Source: an optimization exercise on an open RTL-to-GDS flow (aim: small area, a short achievable clock period and few clock cycles). Production flows keep margins and buffers that such runs may drop.
The RTL was checked by simulation tests, not by an equivalence proof against the original design.
Power figures rest on the tool's default switching activity, not on a simulated workload.

== the reference run ==
==> module wildcard_byte_pattern_scanner, before the edit <==
module wildcard_byte_pattern_scanner
#(
  parameter int MAX_PATTERN = 16
)
(
  input  logic                  clk,
  input  logic                  rst,
  input  logic                  in_valid,
  output logic                  in_ready,
  input  logic [7:0]            data_byte,
  input  logic [wbps_pkg::ADDR_W-1:0]     region_base,
  input  logic                  first_of_region,
  input  logic                  start_of_scan,
  input  logic                  end_of_scan,
  output logic                  out_valid,
  input  logic                  out_ready,
  output logic                  found,
  output logic [wbps_pkg::ADDR_W-1:0]     match_address,
  input  logic                  cfg_valid,
  output logic                  cfg_ready,
  input  logic [wbps_pkg::CFG_IDX_W-1:0]  cfg_index,
  input  logic [wbps_pkg::CFG_DATA_W-1:0] cfg_data
);
  localparam int OW = wbps_pkg::OFF_W;
  localparam int AW = wbps_pkg::ADDR_W;
  logic [8*wbps_pkg::PAT_BYTES-1:0] pattern;
  logic [wbps_pkg::PAT_BYTES-1:0]   care_mask;
  logic                             len_zero;
  logic [3:0]                       len_neg;
  logic              in_ready_q;
  logic              pend_nf;     
  logic              add1;        
  logic              add2;        
  logic              res_found;
  logic [AW-1:0]     res_addr;
  logic              carry_lo;    
  logic              carry_mid;   
  logic              in_fire;
  logic              out_free;
  logic              core_res_valid;
  logic              new_res;
  logic              core_hit;
  logic [OW-1:0]     core_off;
  logic              may_hit_next;
  logic              add1_next;
  logic              add2_next;
  logic              direct;
  logic              out_valid_next;
  logic              pend_nf_next;
  logic [8:0]        sum_lo;
  logic [8:0]        sum_mid;
  wbps_cfg_regs u_cfg (
    .clk       (clk),
    .rst       (rst),
    .cfg_valid (cfg_valid),
    .cfg_ready (cfg_ready),
    .cfg_index (cfg_index),
    .cfg_data  (cfg_data),
    .pattern   (pattern),
    .care_mask (care_mask),
    .len_zero  (len_zero),
    .len_neg   (len_neg)
  );
  assign in_ready = in_ready_q;
  assign in_fire  = in_valid & in_ready_q;
  assign out_free = ~add1 & ~add2 & (~out_valid | out_ready);
  wbps_core u_core (
    .clk             (clk),
    .rst             (rst),
    .advance         (in_fire),
    .data_byte       (data_byte),
    .first_of_region (first_of_region),
    .start_of_scan   (start_of_scan),
    .end_of_scan     (end_of_scan),
    .pattern         (pattern),
    .care_mask       (care_mask),
    .len_zero        (len_zero),
    .len_neg         (len_neg),
    .res_valid       (core_res_valid),
    .hit             (core_hit),
    .off             (core_off),
    .may_hit_next    (may_hit_next)
  );
  assign new_res        = in_fire & core_res_valid;
  assign direct         = new_res & core_hit &
                          (len_zero | ((first_of_region | start_of_scan) & (len_neg == 4'd0)));
  assign add1_next      = out_free & (pend_nf | (new_res & ~direct));
  assign add2_next      = add1 & res_found;
  assign out_valid_next = add2 | (add1 & ~res_found) | (out_free & direct) | (out_valid & ~out_ready);
  assign pend_nf_next   = ~out_free & (pend_nf | new_res);
  always_ff @(posedge clk) begin
    if (rst) begin
      add1       <= 1'b0;
      add2       <= 1'b0;
      out_valid  <= 1'b0;
      pend_nf    <= 1'b0;
      in_ready_q <= 1'b1;
    end else begin
      add1       <= add1_next;
      add2       <= add2_next;
      out_valid  <= out_valid_next;
      pend_nf    <= pend_nf_next;
      in_ready_q <= ~pend_nf_next &
                    (~(add1_next | add2_next | out_valid_next) | ~may_hit_next);
    end
  end
  assign sum_lo  = wbps_pkg::add8(res_addr[7:0],  core_off[7:0]);
  assign sum_mid = wbps_pkg::add8(res_addr[15:8], core_off[15:8]);
  always_ff @(posedge clk) begin
    if (add1) begin
      res_addr[7:0]   <= res_found ? sum_lo[7:0]     : '0;
      res_addr[15:8]  <= res_found ? sum_mid[7:0]    : '0;
      res_addr[31:16] <= res_found ? res_addr[31:16] : '0;
      carry_lo        <= res_found & sum_lo[8];
      carry_mid       <= res_found & sum_mid[8];
    end else if (add2) begin
      res_addr[15:8]  <= 8'(wbps_pkg::inc16({8'd0, res_addr[15:8]}, carry_lo));
      res_addr[31:16] <= wbps_pkg::inc16(res_addr[31:16],
                                         carry_mid | (carry_lo & (&res_addr[15:8])));
    end else if (out_free) begin
      res_addr  <= region_base;
      res_found <= core_hit & ~pend_nf;
    end
  end
  assign found         = res_found;
  assign match_address = res_addr;
endmodule
Settings: LEC_CHECK=0, ABC_AREA=1, CAP_MARGIN=20, CORE_MARGIN=2, CORE_UTILIZATION=40, CTS_BUF_LIST=sky130_fd_sc_hd__clkbuf_8 sky130_fd_sc_hd__clkbuf_16, CTS_CLUSTER_DIAMETER=100, CTS_CLUSTER_SIZE=30, SETUP_SLACK_MARGIN=5, SLEW_MARGIN=20; clock period 8.0 ns.
standard.sh (not shown) runs the stock make flow with config.mk's settings and CLKGATE_MAP_FILE= SYNTH_SCRIPT=/design/flow/synth_recipe.tcl, a recipe that flattens the netlist after the stock synthesis.
==> flow/flow/run.sh <==
#!/bin/bash
set -euo pipefail
export BUFFER_PORTS_ARGS="-buffer_cell sky130_fd_sc_hd__buf_2"
bash standard.sh > standard.log 2>&1
The reference run ended with every stage complete and zero timing, DRC or antenna violations.
Testbench counts of the reference run, summed over its fixed seeds: cycles 91,431.
Input changes introduced in the trial run (baseline for comparison: the reference run):
--- a/flow/design.v
+++ b/flow/design.v
@@ -6,34 +6,12 @@
   localparam int PAT_BYTES  = 16;
   localparam int OFF_W      = 16;
   localparam logic [CFG_IDX_W-1:0] CFG_PATTERN_LOW    = 2'd0;
   localparam logic [CFG_IDX_W-1:0] CFG_PATTERN_HIGH   = 2'd1;
   localparam logic [CFG_IDX_W-1:0] CFG_CARE_MASK      = 2'd2;
   localparam logic [CFG_IDX_W-1:0] CFG_PATTERN_LENGTH = 2'd3;
-  function automatic logic [8:0] add8(input logic [7:0] a, input logic [7:0] b);
-    logic [7:0] g, p;
-    g = a & b;
-    p = a ^ b;
-    for (int d = 1; d < 8; d = 2 * d) begin
-      for (int i = 7; i >= d; i--) begin
-        g[i] = g[i] | (p[i] & g[i-d]);
-        p[i] = p[i] & p[i-d];
-      end
-    end
-    add8 = {g[7], a ^ b ^ {g[6:0], 1'b0}};
-  endfunction
-  function automatic logic [15:0] inc16(input logic [15:0] a, input logic c);
-    logic [15:0] ones;
-    ones = a;
-    for (int d = 1; d < 16; d = 2 * d) begin
-      for (int i = 15; i >= d; i--) begin
-        ones[i] = ones[i] & ones[i-d];
-      end
-    end
-    inc16 = a ^ ({ones[14:0], 1'b1} & {16{c}});
-  endfunction
 endpackage
 module wbps_cfg_regs
 (
   input  logic                                clk,
   input  logic                                rst,
   input  logic                                cfg_valid,
@@ -203,14 +181,12 @@
   logic              core_res_valid;
   logic              new_res;
   logic              core_hit;
   logic [OW-1:0]     core_off;
   logic              may_hit_next;
   logic              add1_next;
-  logic              add2_next;
-  logic              direct;
   logic              out_valid_next;
   logic              pend_nf_next;
   logic [8:0]        sum_lo;
   logic [8:0]        sum_mid;
   wbps_cfg_regs u_cfg (
     .clk       (clk),
@@ -242,47 +218,44 @@
     .res_valid       (core_res_valid),
     .hit             (core_hit),
     .off             (core_off),
     .may_hit_next    (may_hit_next)
   );
   assign new_res        = in_fire & core_res_valid;
-  assign direct         = new_res & core_hit &
-                          (len_zero | ((first_of_region | start_of_scan) & (len_neg == 4'd0)));
-  assign add1_next      = out_free & (pend_nf | (new_res & ~direct));
-  assign add2_next      = add1 & res_found;
-  assign out_valid_next = add2 | (add1 & ~res_found) | (out_free & direct) | (out_valid & ~out_ready);
+  assign add1_next      = out_free & (pend_nf | new_res);
+  assign out_valid_next = add2 | (out_valid & ~out_ready);
   assign pend_nf_next   = ~out_free & (pend_nf | new_res);
   always_ff @(posedge clk) begin
     if (rst) begin
       add1       <= 1'b0;
       add2       <= 1'b0;
       out_valid  <= 1'b0;
       pend_nf    <= 1'b0;
       in_ready_q <= 1'b1;
     end else begin
       add1       <= add1_next;
-      add2       <= add2_next;
+      add2       <= add1;
       out_valid  <= out_valid_next;
       pend_nf    <= pend_nf_next;
       in_ready_q <= ~pend_nf_next &
-                    (~(add1_next | add2_next | out_valid_next) | ~may_hit_next);
-    end
-  end
-  assign sum_lo  = wbps_pkg::add8(res_addr[7:0],  core_off[7:0]);
-  assign sum_mid = wbps_pkg::add8(res_addr[15:8], core_off[15:8]);
+                    (~(add1_next | add1 | out_valid_next) | ~may_hit_next);
+    end
+  end
+  assign sum_lo  = {1'b0, res_addr[7:0]}  + {1'b0, core_off[7:0]};
+  assign sum_mid = {1'b0, res_addr[15:8]} + {1'b0, core_off[15:8]};
   always_ff @(posedge clk) begin
     if (add1) begin
       res_addr[7:0]   <= res_found ? sum_lo[7:0]     : '0;
       res_addr[15:8]  <= res_found ? sum_mid[7:0]    : '0;
       res_addr[31:16] <= res_found ? res_addr[31:16] : '0;
       carry_lo        <= res_found & sum_lo[8];
       carry_mid       <= res_found & sum_mid[8];
     end else if (add2) begin
-      res_addr[15:8]  <= 8'(wbps_pkg::inc16({8'd0, res_addr[15:8]}, carry_lo));
-      res_addr[31:16] <= wbps_pkg::inc16(res_addr[31:16],
-                                         carry_mid | (carry_lo & (&res_addr[15:8])));
+      res_addr[15:8]  <= res_addr[15:8] + {7'd0, carry_lo};
+      res_addr[31:16] <= res_addr[31:16] +
+                         {15'd0, carry_mid | (carry_lo & (&res_addr[15:8]))};
     end else if (out_free) begin
       res_addr  <= region_base;
       res_found <= core_hit & ~pend_nf;
     end
   end
   assign found         = res_found;
Findings:
Part of the total power dissipated in combinational logic in the trial run vs the reference run: up 2.4 points
data_byte[5] as the launch point of the worst path was reported by the reference run, and cfg_valid by the trial run.
Diff the trial run and the reference run: average cell area after synthesis higher in the trial run
Sequential share of layout area, the trial run and the reference run, higher one = the trial run.
The reference run has higher final instance count without filler cells than the trial run.
Critical path's slowest cell: sky130_fd_sc_hd__buf_4 -> the trial run, sky130_fd_sc_hd__or2_0 -> the reference run
Across both runs, number of instances in the synthesized netlist was lower for the trial run than for the reference run.
Diff the reference run -> the trial run | final cell area excluding filler cells | decrease of 170 sq um
Of the trial run and the reference run, it is the trial run that has the lower area added between synthesis and finish.
The trial run vs the reference run, post-synthesis cell area went down by 90 sq um.
Compare the trial run and the reference run | worst path setup slack after routing lower: the trial run
Testbench counts of the trial run, summed over its fixed seeds: cycles 91,925.

-- port drivers added, routing unchanged --
The results above use ideal ports. As a check the final layouts listed here were re-extracted and re-timed, cells and wires unchanged.
Step 1 sets driving cells, clkbuf_16 on the clock port and buf_2 on the other inputs (assumed; they add their load-dependent delay and slew).
Step 2 moves the port delays by t, midway between the first and last clock arrival at a register: inputs arrive t later, outputs are due t later. That takes back most of the time a late clock gives input paths.
Three values: ideal ports, drivers, drivers and shift; two values: the first two.
run | t, ns | setup slack, ns | clock arrival spread, ns | worst slew at a driven data input, ns
the reference run | 0.531 | 5.143 / 5.127 / 4.596 | 0.027 / 0.026 | 0.07
the trial run | 0.530 | 5.139 / 5.141 / 4.630 | 0.024 / 0.024 | 0.07
After both steps every run listed still meets setup and hold. The setup slack of the reference run, which loses most, moves by -0.016 ns with the drivers and by -0.547 ns with both steps.
